Source: an optimization exercise on an open RTL-to-GDS flow (aim: a short achievable clock period and few clock cycles per item). Production flows keep margins and buffers that such runs may drop.
Function was checked by simulation only, so behaviour that the tests miss may differ from the original.
Power and IR drop assume default switching activity.

$ cat design.v
package cache_pkg;
    localparam int word_width     = 32;
    localparam int words_per_line = 4;
    localparam int num_lines      = 8;
    localparam int word_sel_width = 2;
    localparam int index_width    = 3;
    localparam int tag_width      = 25;
    typedef logic [word_width-1:0]                word_t;
    typedef logic [tag_width-1:0]                 tag_t;
    typedef logic [index_width-1:0]               index_t;
    typedef logic [word_sel_width-1:0]            word_sel_t;
    typedef logic [words_per_line*word_width-1:0] line_t;
    typedef struct packed {
        tag_t      tag;
        index_t    index;
        word_sel_t word_sel;
    } cache_addr_t;
    typedef struct packed {
        logic        read;
        logic        write;
        cache_addr_t addr;
        word_t       wdata;
    } proc_req_t;
    typedef enum logic [1:0] {
        st_compare,
        st_write_back,
        st_allocate
    } ctrl_state_t;
    typedef enum logic [1:0] {
        upd_none,
        upd_word,
        upd_fill
    } update_op_t;
    typedef struct packed {
        update_op_t op;
        index_t     index;
        word_sel_t  word_sel;
        tag_t       tag;
        word_t      word;
        line_t      line;
    } line_update_t;
endpackage
package mem_bus_pkg;
    localparam int mem_addr_width = 28;
    localparam int mem_data_width = 128;
    typedef logic [mem_addr_width-1:0] mem_addr_t;
    typedef struct packed {
        logic                      read;
        logic                      write;
        mem_addr_t                 addr;
        logic [mem_data_width-1:0] wdata;
    } mem_req_t;
    typedef struct packed {
        logic                      ready;
        logic [mem_data_width-1:0] rdata;
    } mem_resp_t;
endpackage
`timescale 1ns/1ps
module cache_line_store (
    input  logic                  clk,
    input  logic                  proc_reset,
    input  cache_pkg::index_t     lookup_index,
    input  cache_pkg::tag_t       lookup_tag,
    input  cache_pkg::word_sel_t  lookup_word_sel,
    input  logic                  word_we,
    input  logic                  fill_we,
    input  logic                  fill_dirty,
    input  cache_pkg::index_t     wr_index,
    input  cache_pkg::word_sel_t  wr_word_sel,
    input  cache_pkg::tag_t       wr_tag,
    input  cache_pkg::word_t      wr_word,
    input  cache_pkg::line_t      wr_line,
    output cache_pkg::line_t      rd_line,
    output cache_pkg::tag_t       rd_tag,
    output cache_pkg::word_t      rd_word,
    output logic                  rd_hit,
    output logic                  rd_dirty_valid
);
    cache_pkg::line_t                data_mem [cache_pkg::num_lines];
    cache_pkg::tag_t                 tag_mem  [cache_pkg::num_lines];
    logic [cache_pkg::num_lines-1:0] valid_bits;
    logic [cache_pkg::num_lines-1:0] dirty_bits;
    logic [cache_pkg::num_lines-1:0] line_hit;
    always_comb begin
        for (int i = 0; i < cache_pkg::num_lines; i++)
            line_hit[i] = valid_bits[i] && (tag_mem[i] == lookup_tag);
    end
    always_comb begin
        rd_word = '0;
        for (int l = 0; l < cache_pkg::num_lines; l++)
            for (int w = 0; w < cache_pkg::words_per_line; w++)
                if (lookup_index == l[2:0] && lookup_word_sel == w[1:0])
                    rd_word = rd_word | data_mem[l][w*cache_pkg::word_width +: cache_pkg::word_width];
    end
    assign rd_line        = data_mem[lookup_index];
    assign rd_tag         = tag_mem[lookup_index];
    assign rd_hit         = line_hit[lookup_index];
    assign rd_dirty_valid = valid_bits[lookup_index] && dirty_bits[lookup_index];
    always_ff @(posedge clk) begin
        if (fill_we) begin
            data_mem[wr_index] <= wr_line;
            tag_mem[wr_index]  <= wr_tag;
        end else if (word_we) begin
            data_mem[wr_index][wr_word_sel * cache_pkg::word_width +: cache_pkg::word_width]
                <= wr_word;
        end
    end
    always_ff @(posedge clk or posedge proc_reset) begin
        if (proc_reset) begin
            valid_bits <= '0;
            dirty_bits <= '0;
        end else if (fill_we) begin
            valid_bits[wr_index] <= 1'b1;
            dirty_bits[wr_index] <= fill_dirty;
        end else if (word_we) begin
            dirty_bits[wr_index] <= 1'b1;
        end
    end
endmodule
`timescale 1ns/1ps
module cache_controller (
    input  logic                   clk,
    input  logic                   proc_reset,
    input  cache_pkg::proc_req_t   proc_req,
    input  cache_pkg::line_t       rd_line,
    input  cache_pkg::tag_t        rd_tag,
    input  cache_pkg::word_t       rd_word,
    input  logic                   rd_hit,
    input  logic                   rd_dirty_valid,
    input  mem_bus_pkg::mem_resp_t mem_resp,
    output logic                   proc_stall,
    output cache_pkg::word_t       proc_rdata,
    output logic                   word_we,
    output logic                   fill_we,
    output logic                   fill_dirty,
    output cache_pkg::line_t       fill_line,
    output mem_bus_pkg::mem_req_t  mem_req
);
    typedef enum logic [1:0] {
        st_compare,
        st_write_back,
        st_allocate,
        st_done
    } state_t;
    state_t           state;
    logic             done_q;
    logic             wr_alloc_q;
    logic             word_we_q;
    cache_pkg::word_t rdata_q;
    mem_bus_pkg::mem_req_t mem_req_q;
    logic             access;
    logic             miss;
    logic             ready_alloc;
    assign access      = proc_req.read || proc_req.write;
    assign miss        = access && !rd_hit;
    assign ready_alloc = (state == st_allocate) && mem_resp.ready;
    assign proc_stall = !(done_q || (wr_alloc_q && mem_resp.ready));
    assign proc_rdata = rdata_q;
    assign mem_req    = mem_req_q;
    assign word_we    = word_we_q;
    assign fill_we    = ready_alloc;
    assign fill_dirty = proc_req.write;
    always_comb begin
        fill_line = mem_resp.rdata;
        fill_line[proc_req.addr.word_sel * cache_pkg::word_width +: cache_pkg::word_width] = proc_req.wdata;
        if (!proc_req.write) fill_line = mem_resp.rdata;
    end
    always_ff @(posedge clk or posedge proc_reset) begin
        if (proc_reset) begin
            state           <= st_compare;
            done_q          <= 1'b0;
            wr_alloc_q      <= 1'b0;
            word_we_q       <= 1'b0;
            mem_req_q.read  <= 1'b0;
            mem_req_q.write <= 1'b0;
        end else begin
            word_we_q <= 1'b0;
            case (state)
                st_compare: begin
                    if (access && !miss) begin
                        state     <= st_done;
                        done_q    <= 1'b1;
                        word_we_q <= proc_req.write;
                    end else if (miss && rd_dirty_valid) begin
                        state           <= st_write_back;
                        mem_req_q.write <= 1'b1;
                    end else if (miss) begin
                        state          <= st_allocate;
                        mem_req_q.read <= 1'b1;
                        wr_alloc_q     <= proc_req.write;
                    end
                end
                st_write_back: begin
                    if (mem_resp.ready) begin
                        state           <= st_allocate;
                        mem_req_q.write <= 1'b0;
                        mem_req_q.read  <= 1'b1;
                        wr_alloc_q      <= proc_req.write;
                    end
                end
                st_allocate: begin
                    if (mem_resp.ready) begin
                        state          <= wr_alloc_q ? st_compare : st_done;
                        done_q         <= !wr_alloc_q;
                        wr_alloc_q     <= 1'b0;
                        mem_req_q.read <= 1'b0;
                    end
                end
                default: begin
                    state   <= st_compare;
                    done_q  <= 1'b0;
                end
            endcase
        end
    end
    logic use_victim;
    assign use_victim = (state == st_compare) ? rd_dirty_valid
                                              : ((state == st_write_back) && !mem_resp.ready);
    always_ff @(posedge clk) begin
        rdata_q <= (state == st_allocate)
            ? mem_resp.rdata[proc_req.addr.word_sel * cache_pkg::word_width +: cache_pkg::word_width]
            : rd_word;
        mem_req_q.wdata <= rd_line;
        mem_req_q.addr  <= use_victim ? {rd_tag, proc_req.addr.index}
                                      : {proc_req.addr.tag, proc_req.addr.index};
    end
endmodule
`timescale 1ns/1ps
module cache (
    input  logic                         clk,
    input  logic                         proc_reset,
    input  logic                         proc_read,
    input  logic                         proc_write,
    input  logic [29:0]                  proc_addr,
    input  cache_pkg::word_t                        proc_wdata,
    output logic                         proc_stall,
    output cache_pkg::word_t                        proc_rdata,
    output logic                         mem_read,
    output logic                         mem_write,
    output mem_bus_pkg::mem_addr_t                    mem_addr,
    output cache_pkg::line_t                        mem_wdata,
    input  logic                         mem_ready,
    input  cache_pkg::line_t                        mem_rdata
);
    cache_pkg::proc_req_t    proc_req;
    mem_bus_pkg::mem_req_t   mem_req;
    mem_bus_pkg::mem_resp_t  mem_resp;
    cache_pkg::line_t        rd_line;
    cache_pkg::tag_t         rd_tag;
    cache_pkg::word_t        rd_word;
    cache_pkg::line_t        fill_line;
    logic                    rd_hit;
    logic                    rd_dirty_valid;
    logic                    word_we;
    logic                    fill_we;
    logic                    fill_dirty;
    assign proc_req = {proc_read, proc_write, proc_addr, proc_wdata};
    assign mem_resp = {mem_ready, mem_rdata};
    assign mem_read  = mem_req.read;
    assign mem_write = mem_req.write;
    assign mem_addr  = mem_req.addr;
    assign mem_wdata = mem_req.wdata;
    cache_controller i_controller (
        .clk            (clk),
        .proc_reset     (proc_reset),
        .proc_req       (proc_req),
        .rd_line        (rd_line),
        .rd_tag         (rd_tag),
        .rd_word        (rd_word),
        .rd_hit         (rd_hit),
        .rd_dirty_valid (rd_dirty_valid),
        .mem_resp       (mem_resp),
        .proc_stall     (proc_stall),
        .proc_rdata     (proc_rdata),
        .word_we        (word_we),
        .fill_we        (fill_we),
        .fill_dirty     (fill_dirty),
        .fill_line      (fill_line),
        .mem_req        (mem_req)
    );
    cache_line_store i_line_store (
        .clk            (clk),
        .proc_reset     (proc_reset),
        .lookup_index   (proc_req.addr.index),
        .lookup_tag     (proc_req.addr.tag),
        .lookup_word_sel(proc_req.addr.word_sel),
        .word_we        (word_we),
        .fill_we        (fill_we),
        .fill_dirty     (fill_dirty),
        .wr_index       (proc_req.addr.index),
        .wr_word_sel    (proc_req.addr.word_sel),
        .wr_tag         (proc_req.addr.tag),
        .wr_word        (proc_req.wdata),
        .wr_line        (fill_line),
        .rd_line        (rd_line),
        .rd_tag         (rd_tag),
        .rd_word        (rd_word),
        .rd_hit         (rd_hit),
        .rd_dirty_valid (rd_dirty_valid)
    );
endmodule
$ cat flow/run.sh
#!/bin/bash
# Standard layout, with one extra step after placement: the port buffers that
# buffer_ports inserts get a fixed, strong drive (buf_8 on inputs, buf_4 on
# outputs) before clock tree synthesis. Every port keeps its own buffer.
set -e
bash standard.sh place > std_place.log 2>&1
openroad -no_init -exit flow/port_buffers.tcl > port_buffers.log 2>&1
bash standard.sh finish > std_finish.log 2>&1
$ cat flow/port_buffers.tcl
# Resize the port buffers of the placed design and legalize the placement.
set results orfs/results/$::env(FLOW_PLATFORM)/cache/base
set platform_dir $::env(FLOW_HOME)/platforms/$::env(FLOW_PLATFORM)
read_liberty $platform_dir/lib/sky130_fd_sc_hd__tt_025C_1v80.lib
read_db $results/3_place.odb
set block [ord::get_db_block]
set n_in 0
set n_out 0
foreach inst [$block getInsts] {
  set name [$inst getName]
  set master [[$inst getMaster] getName]
  if {[regexp {^input[0-9]+$} $name]} {
    set target sky130_fd_sc_hd__buf_8
  } elseif {[regexp {^output[0-9]+$} $name]} {
    set target sky130_fd_sc_hd__buf_4
  } else {
    continue
  }
  if {$master ne $target} {
    replace_cell [get_cells $name] $target
    if {[string match input* $name]} { incr n_in } else { incr n_out }
  }
}
puts "resized $n_in input and $n_out output buffers"
detailed_placement
check_placement -verbose
write_db $results/3_place.odb
$ cat standard.sh
#!/bin/bash
# synth_recipe.tcl (not shown) runs the flow's synth.tcl, then flattens the netlist and writes it again
# the make line also repeats each setting of config.mk as NAME=value (left out here)
make -C /OpenROAD-flow-scripts/flow DESIGN_CONFIG=/design/flow/config.mk WORK_HOME=/design/flow/orfs CLKGATE_MAP_FILE= SYNTH_SCRIPT=/design/flow/synth_recipe.tcl "${@:-finish}"
$ cat config.mk
export PLATFORM = sky130hd
export DESIGN_NAME = cache
export DESIGN_NICKNAME = cache
export VERILOG_FILES = /design/flow/design.v
export SDC_FILE = /design/flow/constraint.sdc
export NUM_CORES = 4
export LEC_CHECK = 0
export CAP_MARGIN = 20
export CORE_MARGIN = 2
export CORE_UTILIZATION = 50
export CTS_CLUSTER_DIAMETER = 60
export CTS_CLUSTER_SIZE = 30
export GPL_TIMING_DRIVEN = 1
export SETUP_SLACK_MARGIN = 2.8
export SLEW_MARGIN = 20
export TNS_END_PERCENT = 100
$ cat constraint.sdc
create_clock -name core_clock -period 5.0 [get_ports {clk}]
set_input_delay 1.0000 -clock core_clock [delete_from_list [all_inputs] [get_ports {clk}]]
set_output_delay 1.0000 -clock core_clock [all_outputs]
set_load 0.01 [all_outputs]
==> results of run 1 <==
==> state kept, by name, summed over array words and instances, names as in the netlist <==
register	flops
i_controller.done_q	1
i_controller.mem_req_q	158
i_controller.rdata_q	32
i_line_store.valid_bits	8
i_line_store.tag_mem	200
i_line_store.dirty_bits	8
i_controller.word_we_q	1
i_controller.wr_alloc_q	1
i_controller.state	2
i_line_store.data_mem	1024
==> through the flow <==
| stage | cells | power [W] | setup slack [ns] | area (µm²) | utilization [%] |
|---|---|---|---|---|---|
| after global routing | 6439 | 0.0309 | 2.43 | 80800 | 67.6 |
| after detailed placement | 5886 | 0.0192 | 0.326 | 68700 | 57.5 |
| after floorplan | 4016 | 0.0168 | 1.92 | 63000 | - |
| after CTS | 6390 | 0.0297 | 2.43 | 78900 | 66.0 |
| final | 6449 | 0.0304 | 2.45 | 80800 | 67.6 |
| after global placement | 5885 | 0.0192 | 0.414 | 68700 | 57.5 |
==> synth_stat cells (all sizes together), types with 13 or more instances <==
master and count:
a221oi 251, mux4 40, mux2 42, o21ai 40, xor2 128, nand4 164, mux2i 72, and2 21
xnor2 72, nor2 157, clkbuf 235, edfxtp 1224, a222oi 53, dfrtp 23, nand3 58, o22ai 13
dfxtp 188, a22o 303, a21oi 64, and3 17, a22oi 492, o32a 27, a31oi 23, nand2 58
nor4 39, ha 15, buf 119
==> where the power goes <==
group	switching (W)	internal, W	leakage, nW
registers	0.000477	0.0139	12.9
logic	0.00350	0.00246	12.8
clock network	0.00507	0.00496	2.03
total	0.00905	0.0214	27.8
==> routing by layer <==
layer / track usage [%] / vias to the layer above / share of wire (%)
met4: 27.8 / 18 / 8.5
met2: 65.4 / 5865 / 41
met5: 0.706 / - / 0.17
met3: 21.3 / 1610 / 18
met1: 58.8 / 24400 / 32
li1: - / 18300 / -
==> repair_timing <==
action,4_1_cts,5_1_grt
resized for setup,565,292
pin swaps,141,134
buffers inserted,264,44
hold buffers,0,0
endpoints found under the setup margin,2538,1399
hold endpoints to repair,0,0
cloned,27,5
==> logic make-up after synthesis <==
| group | Yosys count | synth area share (%) |
|---|---|---|
| buf+inv | 365 | 2.64 |
| xor+xnor | 200 | 2.96 |
| fa+ha+maj | 15 | 0.313 |
| flops | 1435 | 68.5 |
| mux | 154 | 3.49 |
| simple gates | 536 | 4.61 |
| compound gates | 1311 | 17.5 |
==> cell type report <==
class / count / area (µm²) / area share, %
repair buffers: 943 / 11900 / 14.8
inverters: 11 / 109 / 0.135
clock buffers: 122 / 2980 / 3.68
well taps: 1612 / 2020 / 2.50
multi-input cells: 2225 / 21300 / 26.3
diodes: 10 / 25.0 / 0.0310
clock inverters: 91 / 1210 / 1.50
flip-flops and latches: 1435 / 41200 / 51.0
==> worst max path at each step <==
stage / endpoint / slack, ns
after floorplan: i_controller.rdata_q[22]$_DFF_P_ / 1.92
after global routing: proc_stall / 2.43
after detailed placement: i_line_store.data_mem[3][111]$_DFFE_PP_ / 0.33
final: proc_stall / 2.45
after global placement: i_line_store.data_mem[3][111]$_DFFE_PP_ / 0.41
after CTS: proc_stall / 2.43
==> worst max-delay path, delay by kind of cell <==
| family | cells | cell delay (ns) |
|---|---|---|
| AOI/OAI and AO/OA | 1 | 0.20 |
| buffers and inverters | 3 | 0.35 |
==> out/qor.csv, run 1 <==
metric,value,unit
status,finished clean,
ys_ff_latch,1435,
first_pass_iters,11,
fmax,392,MHz
cts.clk_slew.worst_paths,0.09,ns
fin_nets,4938,
cts-root-buf,clkbuf_16,
wl,294,mm
syn_area,60000,µm²
max-vdd-ir-drop,0.000334,V
crit_required,4.00,ns
hold_ws,0.449,ns
numCtsBuffers,112,
die_w,350,µm
start_kind,input pin,
dieArea,123000,µm²
syn_area_per_cell,14.9,µm²
synth_top_area_cell,edfxtp_1,
worstRegToRegCells,9,
slew_viol_final,0,
setup_tns,0,ns
leakage,27.8,nW
wl_per_cell,45.6,µm
cts_buffer_depth,3,
drc_errors,0,
antenna_found_initial,8,
htreeDepth,3,
synth_top_area_share,61.3,%
grt_max_degree,78,
ys_types,63,
layout-drive-gt1-share,38.9,%
gr-total-overflow,0,
synth_edf_count,1224,
clk_latency,0.75,ns
post-dp-hpwl,165,mm
vias,50200,
yosys_warnings,2,
grt_pass1_vias,46400,
start_util,50.2,%
hold_viol,0,
die_h,350,µm
ys_top_cells_by_area,"edfxtp_1 (61%), dfxtp_1 (6.3%), a22oi_1 (6.2%)",
setup_viol,0,
cp-end-kind,output port,
reg2reg_to,i_controller.wr_alloc_q$_DFFE_PP0P_,
critPathSlowestCell,a21oi_4,
regToRegSetupSlack,2.55,ns
grt_pass1_wl,388,mm
rr_startpoint,i_line_store.tag_mem[6][6]$_DFFE_PP_,
async_reset_ff_share,1.60,%
finalCritPeriodShare,51.1,%
via_per_inst,7.79,
seq_area_frac_synth,68.5,%
worst_ep_arrival_time,1.55,ns
cts_sinks,1435,
core-area,119000,µm²
cts_tree,built,
crit_chain,buf_12 -> buf_8 -> a21oi_4 -> buf_6,
gp_congestion,0.955,
worstSetupStartpoint,mem_ready,
nFillCells,8117,
placement.io_buffers,385,
rsz0062_at_grt,yes,
drt-initial-drc-count,10300,
cp_slowest_stage_delay,0.20,ns
hp-class,input pin to asynchronous set/reset pin,
tightestPinTransition,1.09,ns
skew,0.0283,ns
synthCells,4016,
area_growth,34.7,%
io_pins,386,
mostFrequentLayoutCell,edfxtp_1,
relSlewSlack,27.6,%
finalCriticalPeriod,2.55,ns
track_usage,46.6,%
power_density,376,nW/µm²
cap_violations,0,
critical_path_class,input pin to output port,
dominantRegCellSynth,edfxtp_1,
num_rows,127,
layout_common_cells,"edfxtp_1 (1,224), a22oi_1 (472), buf_4 (353), buf_8 (219), buf_6 (198)",
synth.net_count,4226,
path_max_fanout,2,
drtAntennaViolNets,0,
Testbench counts, summed over its fixed seeds: cycles 66,695, accesses 16,000.
==> run 2, diff against run 1 <==
--- a/design.v
+++ b/design.v
@@ -136,2 +136,5 @@
     output cache_pkg::line_t       fill_line,
+    output cache_pkg::index_t      st_index,
+    output cache_pkg::word_sel_t   st_word_sel,
+    output cache_pkg::tag_t        st_tag,
     output mem_bus_pkg::mem_req_t  mem_req
@@ -146,2 +149,5 @@
     logic             done_q;
+    cache_pkg::word_sel_t word_sel_q;
+    cache_pkg::index_t    index_q;
+    cache_pkg::tag_t      tag_q;
     logic             wr_alloc_q;
@@ -162,5 +168,8 @@
     assign fill_dirty = proc_req.write;
+    assign st_index    = index_q;
+    assign st_tag      = tag_q;
+    assign st_word_sel = word_sel_q;
     always_comb begin
         fill_line = mem_resp.rdata;
-        fill_line[proc_req.addr.word_sel * cache_pkg::word_width +: cache_pkg::word_width] = proc_req.wdata;
+        fill_line[word_sel_q * cache_pkg::word_width +: cache_pkg::word_width] = proc_req.wdata;
         if (!proc_req.write) fill_line = mem_resp.rdata;
@@ -223,2 +232,7 @@
         mem_req_q.wdata <= rd_line;
+        if (state == st_compare) begin
+            word_sel_q <= proc_req.addr.word_sel;
+            index_q    <= proc_req.addr.index;
+            tag_q      <= proc_req.addr.tag;
+        end
         mem_req_q.addr  <= use_victim ? {rd_tag, proc_req.addr.index}
@@ -256,2 +270,5 @@
     logic                    fill_dirty;
+    cache_pkg::index_t       st_index;
+    cache_pkg::word_sel_t    st_word_sel;
+    cache_pkg::tag_t         st_tag;
     assign proc_req = {proc_read, proc_write, proc_addr, proc_wdata};
@@ -278,2 +295,5 @@
         .fill_line      (fill_line),
+        .st_index       (st_index),
+        .st_word_sel    (st_word_sel),
+        .st_tag         (st_tag),
         .mem_req        (mem_req)
@@ -289,5 +309,5 @@
         .fill_dirty     (fill_dirty),
-        .wr_index       (proc_req.addr.index),
-        .wr_word_sel    (proc_req.addr.word_sel),
-        .wr_tag         (proc_req.addr.tag),
+        .wr_index       (st_index),
+        .wr_word_sel    (st_word_sel),
+        .wr_tag         (st_tag),
         .wr_word        (proc_req.wdata),
==> run.sh (new file) <==
#!/bin/bash
# synth_recipe.tcl (not shown) runs the flow's synth.tcl, then flattens the netlist and writes it again
# the make line also repeats each setting of config.mk as NAME=value (left out here)
make -C /OpenROAD-flow-scripts/flow DESIGN_CONFIG=/design/flow/config.mk WORK_HOME=/design/flow/orfs CLKGATE_MAP_FILE= SYNTH_SCRIPT=/design/flow/synth_recipe.tcl finish
removed: flow/run.sh
removed: flow/port_buffers.tcl
removed: standard.sh
==> run 2 against run 1 <==
  * Still clean on timing, DRC and antenna
  * First-iteration DRC count shrank 20%
  * Combinational power grew 33%
  * Critical path depth grew 5
  * Clock power grew 5%
  * Via count shrank 7.6%
  * Power grew 13%
  * Maximum frequency grew 1.6%
  * Synthesized cell count shrank 6.5%
  * Cell count shrank 3.3%
  * Sequential power grew about 10%
  * Area after synthesis grew 4.9%
  * Critical endpoint is now i_controller.wr_alloc_q$_DFFE_PP0P_
  * Largest power group unchanged
  * Highest routed layer unchanged
==> out/qor.csv, run 2 <==
metric,value,unit
gp_congestion,0.954,
via_per_inst,7.44,
syn_area_per_cell,16.8,µm²
total_power,0.0343,W
cts.clk_slew.worst_paths,0.09,ns
top_register,i_line_store.data_mem,
die_w,359,µm
drt-initial-drc-count,8272,
skew,0.0441,ns
setup_tns,0,ns
critPathMostFrequentCell,nand4_1,
drtAntennaViolNets,0,
fin_nets,4682,
cts_tree,built,
ys_types,57,
tightestPinTransition,1.05,ns
yosys_warnings,2,
fmax,398,MHz
post-dp-hpwl,165,mm
leakage,27.6,nW
area_growth,30.1,%
status,finished clean,
crit_required,5.72,ns
wl_per_cell,45.0,µm
cts-root-buf,clkbuf_16,
dpl.cell_count,5708,
grtUsageMet3,14.7,%
vias,46400,
start_util,50.3,%
wl,280,mm
holdPathEnd,i_line_store.dirty_bits[0]$_DFFE_PP0P_,
gr-total-overflow,0,
die_h,359,µm
crit_chain,xnor2_2 -> nand4_1 -> nor4_2 -> nand4_1 -> nor4bb_4 -> nor4_4 -> buf_6 -> o31a_4 -> mux2i_1,
worst-path-buf-inv,1,
setup_viol,0,
syn_area,63000,µm²
cp-end-kind,flip-flop,
dominantRegCellSynth,edfxtp_1,
cts_sinks,1465,
path_max_fanout,5,
worstRegToRegCells,9,
rr_startpoint,i_line_store.tag_mem[2][2]$_DFFE_PP_,
grt_pass1_vias,45400,
cpLargestDelayFamily,simple AND/OR/NAND/NOR gates,
first_pass_iters,9,
use_met2,62.4,%
largest_register_ff_count,1024,
synth.net_count,3962,
hp-class,flip-flop to flip-flop,
stdcell_count,6233,
ys_ff_latch,1465,
finalCritPeriodShare,50.3,%
num_rows,130,
seq_area_frac_synth,66.7,%
core-area,125000,µm²
grt_util_met1,55.2,%
synth_common_cells,"edfxtp_1 (1,254), mux4_2 (339), a22oi_1 (224)",
antenna_found_initial,8,
relSlewSlack,29.8,%
layout-drive-gt1-share,43.3,%
reg2reg_to,i_controller.wr_alloc_q$_DFFE_PP0P_,
max-vdd-ir-drop,0.000420,V
hold_ws,0.515,ns
reg_top3,"i_line_store.data_mem (1024), i_line_store.tag_mem (200), i_controller.mem_req_q (158)",
start_kind,flip-flop,
placement.io_buffers,385,
htreeDepth,4,
rsz0062_at_grt,yes,
min_from,i_line_store.dirty_bits[0]$_DFFE_PP0P_,
synth_top_area_cell,edfxtp_1,
async_reset_ff_share,1.57,%
critical_path_class,flip-flop to flip-flop,
drc_errors,0,
power_density,419,nW/µm²
io_pins,386,
min_path_cells,1,
worst_ep_arrival_time,3.23,ns
cp_slowest_stage_delay,0.51,ns
clk_latency,0.80,ns
numCtsBuffers,130,
layout_common_cells,"edfxtp_1 (1,254), mux4_2 (339), buf_4 (256), a22oi_1 (214), buf_6 (174)",
grt.busiest_layer,met2,
ys_top_cells_by_area,"edfxtp_1 (60%), mux4_2 (12%), dfxtp_1 (6.0%)",
cts_buffer_depth,3,
grt_pass1_wl,375,mm
finalCriticalPeriod,2.51,ns
mostFrequentLayoutCell,edfxtp_1,
cap_violations,0,
hold_viol,0,
nFillCells,8593,
dieArea,129000,µm²
post-synth-top-count-cell,edfxtp_1,
synth_edf_count,1254,
regToRegSetupSlack,2.49,ns
setup_ws,2.49,ns
synth_top_area_share,59.8,%
place_ws,0.507,ns
track_usage,42.4,%
synthCells,3756,
grt_max_degree,106,
slew_viol_final,0,
critPathSlowestCell,edfxtp_1,
-- run 2: cell count changes in the layout (fill, tap and decap cells not counted), moves of 105 or more --
cell	before	now
mux4_2	40	339
buf_8	219	14
nand4_1	164	59
clkdlybuf4s50_1	0	162
a22oi_1	472	214
a221oi_1	145	28
-- run 2: per-layer routing --
| layer | routed length, µm | vias up |
|---|---|---|
| met5 | 216 | - |
| met3 | 43300 | 1057 |
| met4 | 19600 | 16 |
| met1 | 95800 | 23600 |
| li1 | - | 17100 |
| met2 | 122000 | 4613 |
-- run 2: how the worst max path moves through the flow --
stage,start,endpoint,slack (ns),cells past startpoint
after global routing,i_line_store.tag_mem[4][10]$_DFFE_PP_,i_controller.wr_alloc_q$_DFFE_PP0P_,2.41,9
final,i_line_store.tag_mem[2][2]$_DFFE_PP_,i_controller.wr_alloc_q$_DFFE_PP0P_,2.49,9
after CTS,i_controller.done_q$_DFFE_PP0P_,proc_stall,2.48,2
after global placement,proc_addr[24],i_controller.wr_alloc_q$_DFFE_PP0P_,0.62,9
after floorplan,proc_addr[9],i_controller.wr_alloc_q$_DFFE_PP0P_,2.15,9
after detailed placement,proc_addr[24],i_controller.wr_alloc_q$_DFFE_PP0P_,0.51,9
-- run 2: metrics by stage --
stage	area, µm²	utilization [%]
floorplan	66500	-
global placement	72200	57.6
detailed placement	72200	57.6
CTS	80000	63.9
global route	81900	65.4
finish	81900	65.4
-- run 2: cell families after synthesis --
kind of cell,count (synthesis),synth area share [%]
flip-flops,1465,66.7
AO/OA/AOI/OAI,786,9.47
AND/OR/NAND/NOR,507,3.82
multiplexers,495,14.9
buffers and inverters,293,2.15
XOR/XNOR,199,2.77
adder cells (fa/ha/maj),11,0.219
-- run 2: worst register-to-register path, delay by kind of cell, from the launching register on --
| family | cells | cell delay (ns) |
|---|---|---|
| mux | 1 | 0.19 |
| compound gates | 1 | 0.16 |
| flops | 1 | 0.51 |
| buf+inv | 1 | 0.18 |
| xor+xnor | 1 | 0.26 |
| simple gates | 5 | 1.15 |
-- run 2: report_power, final --
group	switching, W	internal [W]
Combinational	0.00480	0.00311
Clock	0.00512	0.00543
Sequential	0.000829	0.0150
-- run 2: cell type report --
class                   instances  area [µm²]  share of cell area (%)
inverters                      14        72.6                  0.0886
repair buffers                866        9910                    12.1
diodes                          3        7.51                 0.00917
clock buffers                 150        3500                    4.27
flip-flops and latches       1465       42200                    51.5
well taps                    1650        2060                    2.52
clock inverters                86         908                    1.11
multi-input cells            1999       23200                    28.4
-- run 2: repair_timing --
| item | CTS | global route |
|---|---|---|
| pin swaps | 115 | 86 |
| cloned | 17 | 9 |
| endpoints found under the setup margin | 2631 | 1423 |
| resized for setup | 1285 | 244 |
| setup buffers | 204 | 56 |
| hold buffers | 0 | 0 |
Testbench counts of run 2, summed over its fixed seeds: cycles 66,695, accesses 16,000.
==> run 3, diff against run 2 <==
--- a/design.v
+++ b/design.v
@@ -141,10 +141,5 @@
 );
-    typedef enum logic [1:0] {
-        st_compare,
-        st_write_back,
-        st_allocate,
-        st_done
-    } state_t;
-    state_t           state;
-    logic             done_q;
+    logic                 done_q;
+    logic                 wb_q;
+    logic                 rd_q;
     cache_pkg::word_sel_t word_sel_q;
@@ -152,18 +147,21 @@
     cache_pkg::tag_t      tag_q;
-    logic             wr_alloc_q;
-    logic             word_we_q;
-    cache_pkg::word_t rdata_q;
-    mem_bus_pkg::mem_req_t mem_req_q;
-    logic             access;
-    logic             miss;
-    logic             ready_alloc;
+    cache_pkg::word_t     rdata_q;
+    mem_bus_pkg::mem_addr_t addr_q;
+    cache_pkg::line_t     wdata_q;
+    logic                 lookup;
+    logic                 access;
+    logic                 ready_alloc;
+    logic                 use_victim;
+    assign lookup      = !(done_q || wb_q || rd_q);
     assign access      = proc_req.read || proc_req.write;
-    assign miss        = access && !rd_hit;
-    assign ready_alloc = (state == st_allocate) && mem_resp.ready;
-    assign proc_stall = !(done_q || (wr_alloc_q && mem_resp.ready));
+    assign ready_alloc = rd_q && mem_resp.ready;
+    assign proc_stall = !(done_q || (ready_alloc && proc_req.write));
     assign proc_rdata = rdata_q;
-    assign mem_req    = mem_req_q;
-    assign word_we    = word_we_q;
-    assign fill_we    = ready_alloc;
-    assign fill_dirty = proc_req.write;
+    assign mem_req.read  = rd_q;
+    assign mem_req.write = wb_q;
+    assign mem_req.addr  = addr_q;
+    assign mem_req.wdata = wdata_q;
+    assign word_we     = done_q && proc_req.write;
+    assign fill_we     = ready_alloc;
+    assign fill_dirty  = proc_req.write;
     assign st_index    = index_q;
@@ -178,57 +176,21 @@
         if (proc_reset) begin
-            state           <= st_compare;
-            done_q          <= 1'b0;
-            wr_alloc_q      <= 1'b0;
-            word_we_q       <= 1'b0;
-            mem_req_q.read  <= 1'b0;
-            mem_req_q.write <= 1'b0;
+            done_q <= 1'b0;
+            wb_q   <= 1'b0;
+            rd_q   <= 1'b0;
         end else begin
-            word_we_q <= 1'b0;
-            case (state)
-                st_compare: begin
-                    if (access && !miss) begin
-                        state     <= st_done;
-                        done_q    <= 1'b1;
-                        word_we_q <= proc_req.write;
-                    end else if (miss && rd_dirty_valid) begin
-                        state           <= st_write_back;
-                        mem_req_q.write <= 1'b1;
-                    end else if (miss) begin
-                        state          <= st_allocate;
-                        mem_req_q.read <= 1'b1;
-                        wr_alloc_q     <= proc_req.write;
-                    end
-                end
-                st_write_back: begin
-                    if (mem_resp.ready) begin
-                        state           <= st_allocate;
-                        mem_req_q.write <= 1'b0;
-                        mem_req_q.read  <= 1'b1;
-                        wr_alloc_q      <= proc_req.write;
-                    end
-                end
-                st_allocate: begin
-                    if (mem_resp.ready) begin
-                        state          <= wr_alloc_q ? st_compare : st_done;
-                        done_q         <= !wr_alloc_q;
-                        wr_alloc_q     <= 1'b0;
-                        mem_req_q.read <= 1'b0;
-                    end
-                end
-                default: begin
-                    state   <= st_compare;
-                    done_q  <= 1'b0;
-                end
-            endcase
+            done_q <= (lookup && access && rd_hit) || (ready_alloc && !proc_req.write);
+            wb_q   <= (lookup && access && !rd_hit && rd_dirty_valid) || (wb_q && !mem_resp.ready);
+            rd_q   <= (lookup && access && !rd_hit && !rd_dirty_valid) || (wb_q && mem_resp.ready)
+                   || (rd_q && !mem_resp.ready);
         end
     end
-    logic use_victim;
-    assign use_victim = (state == st_compare) ? rd_dirty_valid
-                                              : ((state == st_write_back) && !mem_resp.ready);
+    assign use_victim = lookup ? rd_dirty_valid : (wb_q && !mem_resp.ready);
     always_ff @(posedge clk) begin
-        rdata_q <= (state == st_allocate)
+        rdata_q <= rd_q
             ? mem_resp.rdata[proc_req.addr.word_sel * cache_pkg::word_width +: cache_pkg::word_width]
             : rd_word;
-        mem_req_q.wdata <= rd_line;
-        if (state == st_compare) begin
+        wdata_q <= rd_line;
+        addr_q  <= use_victim ? {rd_tag, proc_req.addr.index}
+                              : {proc_req.addr.tag, proc_req.addr.index};
+        if (lookup) begin
             word_sel_q <= proc_req.addr.word_sel;
@@ -237,4 +199,2 @@
         end
-        mem_req_q.addr  <= use_victim ? {rd_tag, proc_req.addr.index}
-                                      : {proc_req.addr.tag, proc_req.addr.index};
     end
==> run 3 against run 2 <==
  * Largest power group unchanged
  * Critical path type is now flip-flop to output port
  * Clock power down 6%
  * Via count grew 1.3%
  * Still clean on timing, DRC and antenna
  * Hold slack lost 0.017 ns
  * Design area up 2.9%
==> out/qor.csv, run 3 <==
metric,value,unit
place_ws,1.10,ns
power_density,428,nW/µm²
setup_ws,2.27,ns
synth_common_cells,"edfxtp_1 (1,254), mux4_2 (339), a22oi_1 (246)",
setup_viol,0,
numCtsBuffers,111,
synth_top_area_cell,edfxtp_1,
grt_max_degree,74,
core-area,125000,µm²
hold_ws,0.497,ns
ys_types,51,
hp-class,flip-flop to flip-flop,
fmax,366,MHz
grt_pass1_wl,376,mm
status,finished clean,
mostFrequentLayoutCell,edfxtp_1,
cts-root-buf,clkbuf_16,
setup_tns,0,ns
antenna_found_initial,12,
die_h,359,µm
register_area,42100,µm²
clk_latency,0.80,ns
tightestPinTransition,0.772,ns
leakage,28.3,nW
hold_buffers,0,
wl,289,mm
area_growth,33.5,%
yosys-mux-area-fraction,14.8,%
synth_top_family_by_area,multiplexers,
synthAdderAreaFrac,0.198,%
fin_area,84300,µm²
power_frac_seq,45.1,%
rsz0062_at_grt,yes,
cts_tree,built,
syn_area_per_cell,17.0,µm²
fin_nets,4712,
critical_path_class,flip-flop to output port,
synth_top_area_share,59.6,%
vias,47000,
ys_ff_latch,1461,
synth_edf_count,1254,
die_w,359,µm
gp_congestion,0.974,
final_util,67.2,%
cp-end-kind,output port,
cts_sinks,1461,
multi_input_area,24100,µm²
seq_area_frac_synth,66.4,%
start_util,50.3,%
skew,0.0416,ns
hold_viol,0,
path_max_fanout,2,
ys_top_cells_by_area,"edfxtp_1 (60%), mux4_2 (12%), dfxtp_1 (6.0%)",
crit_required,4.00,ns
swShare,33.0,%
post-dp-hpwl,159,mm
layout-drive-gt1-share,45.1,%
power_frac_comb,27.5,%
finalCriticalPeriod,2.73,ns
dominantRegCellSynth,edfxtp_1,
layout_common_cells,"edfxtp_1 (1,254), mux4_2 (339), a22oi_1 (239), buf_6 (226), buf_4 (215)",
dieArea,129000,µm²
nFillCells,8050,
p_int,0.0241,W
place_area,71500,µm²
post-synth-top-count-cell,edfxtp_1,
synthXorXnorAreaFrac,2.80,%
num_rows,130,
synthCells,3720,
cap_violations,0,
max-vdd-ir-drop,0.000371,V
first_pass_iters,9,
synth.net_count,3925,
switchingPower,0.0119,W
clockPowerShare,27.5,%
slew_viol_final,0,
wl_per_cell,46.1,µm
drt-initial-drc-count,8847,
finalCritPeriodShare,54.7,%
reg_top3,"i_line_store.data_mem (1024), i_line_store.tag_mem (200), i_controller.wdata_q (128)",
yosys.area_share.simple,4.00,%
grt_pass1_vias,45200,
top_register,i_line_store.data_mem,
regToRegSetupSlack,2.48,ns
htreeDepth,3,
via_per_inst,7.50,
yosys_warnings,2,
cts_buffer_depth,3,
worst_ep_arrival_time,1.73,ns
track_usage,42.6,%
placement.io_buffers,385,
largest_register_ff_count,1024,
gr-total-overflow,0,
start_kind,flip-flop,
io_pins,386,
relSlewSlack,48.5,%
async_reset_ff_share,1.30,%
drtAntennaViolNets,0,
drc_errors,0,
cts.clk_slew.worst_paths,0.08,ns
synth_compound_area_share,9.70,%
syn_area,63100,µm²
-- run 3: power groups by stage --
stage / sequential (W) / clock (W) / combinational [W]
final: 0.0162 / 0.00991 / 0.00990
after global placement: 0.0163 / 0 / 0.00652
after floorplan: 0.0162 / 0 / 0.00354
after detailed placement: 0.0164 / 0 / 0.00661
after global routing: 0.0163 / 0.0104 / 0.00997
after CTS: 0.0161 / 0.00986 / 0.00856
-- run 3: stage by stage --
step | cells | total power, W
2_1_floorplan | 3720 | 0.0197
3_3_place_gp | 5649 | 0.0228
3_5_place_dp | 5655 | 0.0230
4_1_cts | 6166 | 0.0346
5_1_grt | 6255 | 0.0367
6_report | 6264 | 0.0361
-- run 3: area by class of cell --
type,count,share of cell area (%)
clock inverter,90,1.35
tap,1650,2.45
multi-input combinational,1979,28.6
antenna,10,0.0297
inverter,7,0.0401
timing repair buffer,947,14.1
sequential,1461,50.0
clock buffer,120,3.42
-- run 3: critical path: stages, from the launching register on --
cell and delay (ns):
dfrtp_4 0.49, and2_4 0.16, a21oi_4 0.19, buf_6 0.13
-- run 3: final timing paths --
path	start	endpoint	cells after the start
max in group asynchronous	proc_reset	i_controller.rd_q$_DFF_PP0_	2
hold / removal	i_line_store.dirty_bits[7]$_DFFE_PP0P_	i_line_store.dirty_bits[7]$_DFFE_PP0P_	2
min in group asynchronous	proc_reset	i_line_store.valid_bits[3]$_DFFE_PP0P_	2
setup reg to reg	i_controller.word_sel_q[1]$_DFFE_PP_	i_line_store.data_mem[7][12]$_DFFE_PP_	10
hold reg to reg	i_line_store.dirty_bits[7]$_DFFE_PP0P_	i_line_store.dirty_bits[7]$_DFFE_PP0P_	2
setup / recovery	i_controller.rd_q$_DFF_PP0_	proc_stall	3
-- run 3: metal layers --
metal / global-route usage, % / vias up / wire (µm)
met1: 53.7 / 23700 / 94000
met2: 61.6 / 4836 / 123000
met3: 17.4 / 1260 / 48400
li1: - / 17100 / -
met5: 1.18 / - / 514
met4: 26.0 / 20 / 22900
-- run 3: what timing repair did --
item | 4_1_cts | 5_1_grt
cloned | 48 | 22
setup buffers | 253 | 66
setup endpoints to repair | 2596 | 1955
resized for setup | 1525 | 393
pin swaps | 156 | 140
-- run 3: cells by family (layout without fill, tap and decap cells) --
logic type,Yosys count,after routing
simple gates,507,510
compound gates,763,763
fa+ha+maj,10,10
xor+xnor,202,202
flops,1461,1461
other cells,0,10
mux,494,494
buf+inv,283,1164
Testbench counts of run 3, summed over its fixed seeds: cycles 66,695, accesses 16,000.
==> run 4, diff against run 3 <==
--- a/design.v
+++ b/design.v
@@ -144,2 +144,3 @@
     logic                 rd_q;
+    logic                 wr_alloc_q;
     cache_pkg::word_sel_t word_sel_q;
@@ -157,3 +158,3 @@
     assign ready_alloc = rd_q && mem_resp.ready;
-    assign proc_stall = !(done_q || (ready_alloc && proc_req.write));
+    assign proc_stall = !(done_q || (wr_alloc_q && mem_resp.ready));
     assign proc_rdata = rdata_q;
@@ -179,2 +180,3 @@
             rd_q   <= 1'b0;
+            wr_alloc_q <= 1'b0;
         end else begin
@@ -184,2 +186,4 @@
                    || (rd_q && !mem_resp.ready);
+            wr_alloc_q <= ((lookup && access && !rd_hit && !rd_dirty_valid) || (wb_q && mem_resp.ready)
+                          || (rd_q && !mem_resp.ready)) && proc_req.write;
         end
==> run 4 against run 3 <==
  * Still clean
  * Die area is essentially flat
  * Register-to-register slack worse by 0.19 ns
  * Clock power increased by 11%
  * Area after synthesis barely moved
  * Critical path depth rose by 12
  * Synthesized cell count rose by 0.35%
  * Clock skew decreased by 0.013 ns
  * Design area about the same
  * Largest power group unchanged
==> out/qor.csv, run 4 <==
metric,value,unit
min_path_cells,1,
worstRegToRegCells,15,
skew,0.0288,ns
cts.clk_slew.worst_paths,0.07,ns
hold_viol,0,
synth.net_count,3938,
min_from,i_line_store.valid_bits[7]$_DFFE_PP0P_,
wl_met3,47.9,mm
setup_tns,0,ns
gp_congestion,0.990,
status,finished clean,
wl_per_cell,47.4,µm
relSlewSlack,17.0,%
synth_top_area_share,59.6,%
leakage,28.4,nW
synth_common_cells,"edfxtp_1 (1,254), mux4_2 (339), a22oi_1 (251)",
synthCells,3733,
dieArea,129000,µm²
dominantRegCellSynth,edfxtp_1,
placement.io_buffers,385,
place_ws,0.992,ns
top_register,i_line_store.data_mem,
crit_required,5.48,ns
worst_ep_arrival_time,3.20,ns
cts_sinks,1462,
setup_ws,2.29,ns
worstSetupStartpoint,i_controller.done_q$_DFF_PP0_,
grt_pass1_wl,371,mm
power_density,430,nW/µm²
post-dp-hpwl,158,mm
grt_max_degree,146,
ys_types,55,
post-synth-top-count-cell,edfxtp_1,
layout-drive-gt1-share,43.9,%
top_layer,met5,
cap_violations,0,
reg_top3,"i_line_store.data_mem (1024), i_line_store.tag_mem (200), i_controller.wdata_q (128)",
drt-initial-drc-count,9392,
synth_top_area_cell,edfxtp_1,
cts-root-buf,clkbuf_16,
async_reset_ff_share,1.37,%
critical_path_class,flip-flop to flip-flop,
wl,297,mm
drc_errors,0,
total_power,0.0362,W
ys_ff_latch,1462,
tightestPinTransition,1.24,ns
via_per_inst,7.49,
area_growth,33.4,%
grt_pass1_vias,44500,
clk_latency,0.80,ns
fin_nets,4717,
gr-total-overflow,0,
slew_viol_final,0,
die_w,359,µm
start_kind,flip-flop,
rsz0062_at_grt,yes,
finalCriticalPeriod,2.71,ns
first_pass_iters,10,
drtAntennaViolNets,0,
fmax,369,MHz
max-vdd-ir-drop,0.000405,V
antenna_found_initial,9,
track_usage,42.0,%
largest_register_ff_count,1024,
layout_common_cells,"edfxtp_1 (1,254), mux4_2 (339), a22oi_1 (245), clkbuf_16 (197), buf_6 (190)",
htreeDepth,4,
core-area,126000,µm²
setup_viol,0,
yosys_warnings,2,
hp-class,flip-flop to flip-flop,
routedLengthMet1,97.4,mm
cts_tree,built,
wl_met2,128,mm
start_util,50.3,%
syn_area_per_cell,16.9,µm²
numCtsBuffers,135,
cp-end-kind,flip-flop,
finalCritPeriodShare,54.3,%
ys_top_cells_by_area,"edfxtp_1 (60%), mux4_2 (12%), dfxtp_1 (6.0%)",
hold_ws,0.525,ns
syn_area,63200,µm²
final_util,67.1,%
vias,47000,
mostFrequentLayoutCell,edfxtp_1,
hold_buffers,0,
num_rows,130,
rr_startpoint,i_controller.done_q$_DFF_PP0_,
synth_edf_count,1254,
seq_area_frac_synth,66.4,%
path_max_fanout,13,
io_pins,386,
cts_buffer_depth,3,
die_h,359,µm
[run 4: kinds of logic after synthesis]
group                      after synthesis  synth area share, %
muxes                                  494                 14.8
buffers and inverters                  283                 2.11
adders and majority gates               10                0.198
DFF                                   1462                 66.4
and+or+nand+nor                        501                 3.96
xor gates and xnor gates               202                 2.80
AOI/OAI and AO/OA                      781                 9.79
[run 4: metrics by stage]
step,area (µm²),cells
2_1_floorplan,65700,3733
3_3_place_gp,71100,5636
3_5_place_dp,71200,5640
4_1_cts,80100,6116
5_1_grt,84300,6271
6_report,84300,6272
[run 4: per-layer routing]
| layer | vias up | global-route usage [%] |
|---|---|---|
| li1 | 17200 | - |
| met2 | 4758 | 62.9 |
| met1 | 23800 | 54.7 |
| met5 | - | 0.444 |
| met3 | 1143 | 13.6 |
| met4 | 22 | 22.9 |
[run 4: path summary, 6_finish.rpt]
kind / end / slack [ns]
max: i_line_store.data_mem[1][37]$_DFFE_PP_ / 2.29
max in group asynchronous: i_controller.rd_q$_DFF_PP0_ / 3.58
max reg2reg: i_line_store.data_mem[1][37]$_DFFE_PP_ / 2.29
min: i_line_store.valid_bits[7]$_DFFE_PP0P_ / 0.52
min in group asynchronous: i_line_store.dirty_bits[2]$_DFFE_PP0P_ / 0.78
min reg2reg: i_line_store.valid_bits[7]$_DFFE_PP0P_ / 0.52
[run 4: worst max-delay path: stages (launching register included)]
cell	delay, ns
dfrtp_2	0.37
buf_6	0.10
buf_6	0.09
buf_6	0.09
buf_8	0.08
and2_4	0.14
buf_4	0.10
buf_6	0.10
buf_6	0.09
buf_6	0.11
a21oi_4	0.06
buf_12	0.13
buf_12	0.12
buf_8	0.13
nor2_4	0.32
clkbuf_16	0.35
[run 4: area by class of cell]
cell class | instances | area, µm²
Sequential cell | 1462 | 42200
Antenna cell | 1 | 2.50
Inverter | 7 | 33.8
Multi-Input combinational cell | 1992 | 23400
Tap cell | 1650 | 2060
Clock inverter | 88 | 941
Clock buffer | 158 | 3760
Fill cell | 8279 | 41300
Timing Repair Buffer | 914 | 11900
[run 4: what timing repair did]
action                                  in CTS  in global routing
resized for setup                         1396                446
pin swaps                                  113                104
buffers inserted                           206                 90
endpoints found under the setup margin    2548               2250
gates cloned                                24                 65
[run 4: where the power goes]
part,total (W),internal [W],switching [W],leakage (nW)
clock,0.0110,0.00584,0.00520,2.28
sequential,0.0160,0.0152,0.000870,13.2
combinational,0.00914,0.00379,0.00535,12.9
total,0.0362,0.0248,0.0114,28.4
Testbench counts of run 4, summed over its fixed seeds: cycles 66,695, accesses 16,000.

afterwards: timing with drivers on the ports:
In the flow no input, the clock included, has a driving cell. The finished layouts below were timed again as built, in two steps. Step 1, drivers: a clkbuf_16 drives clk and a buf_2 each remaining input, both assumed. Step 2 moves the port delays by t, midway between the first and last clock arrival at a register: inputs arrive t later, outputs are due t later. That takes back most of the time a late clock gives input paths. Slacks: ideal / step 1 / step 2; pairs: ideal / step 1.
run	shift t [ns]	setup WS [ns]	cell pins on the clock port's net
run 1	0.819	2.446 / 2.383 / 1.658	1
run 2	0.860	2.485 / 2.418 / 1.628	1
run 3	0.855	2.265 / 2.189 / 1.483	1
run 4	0.868	2.287 / 2.248 / 1.643	1
After both steps setup and hold are still met in every run listed. For run 2, which loses most, drivers alone change the setup slack by -0.067 ns; drivers and shift together by -0.857 ns.
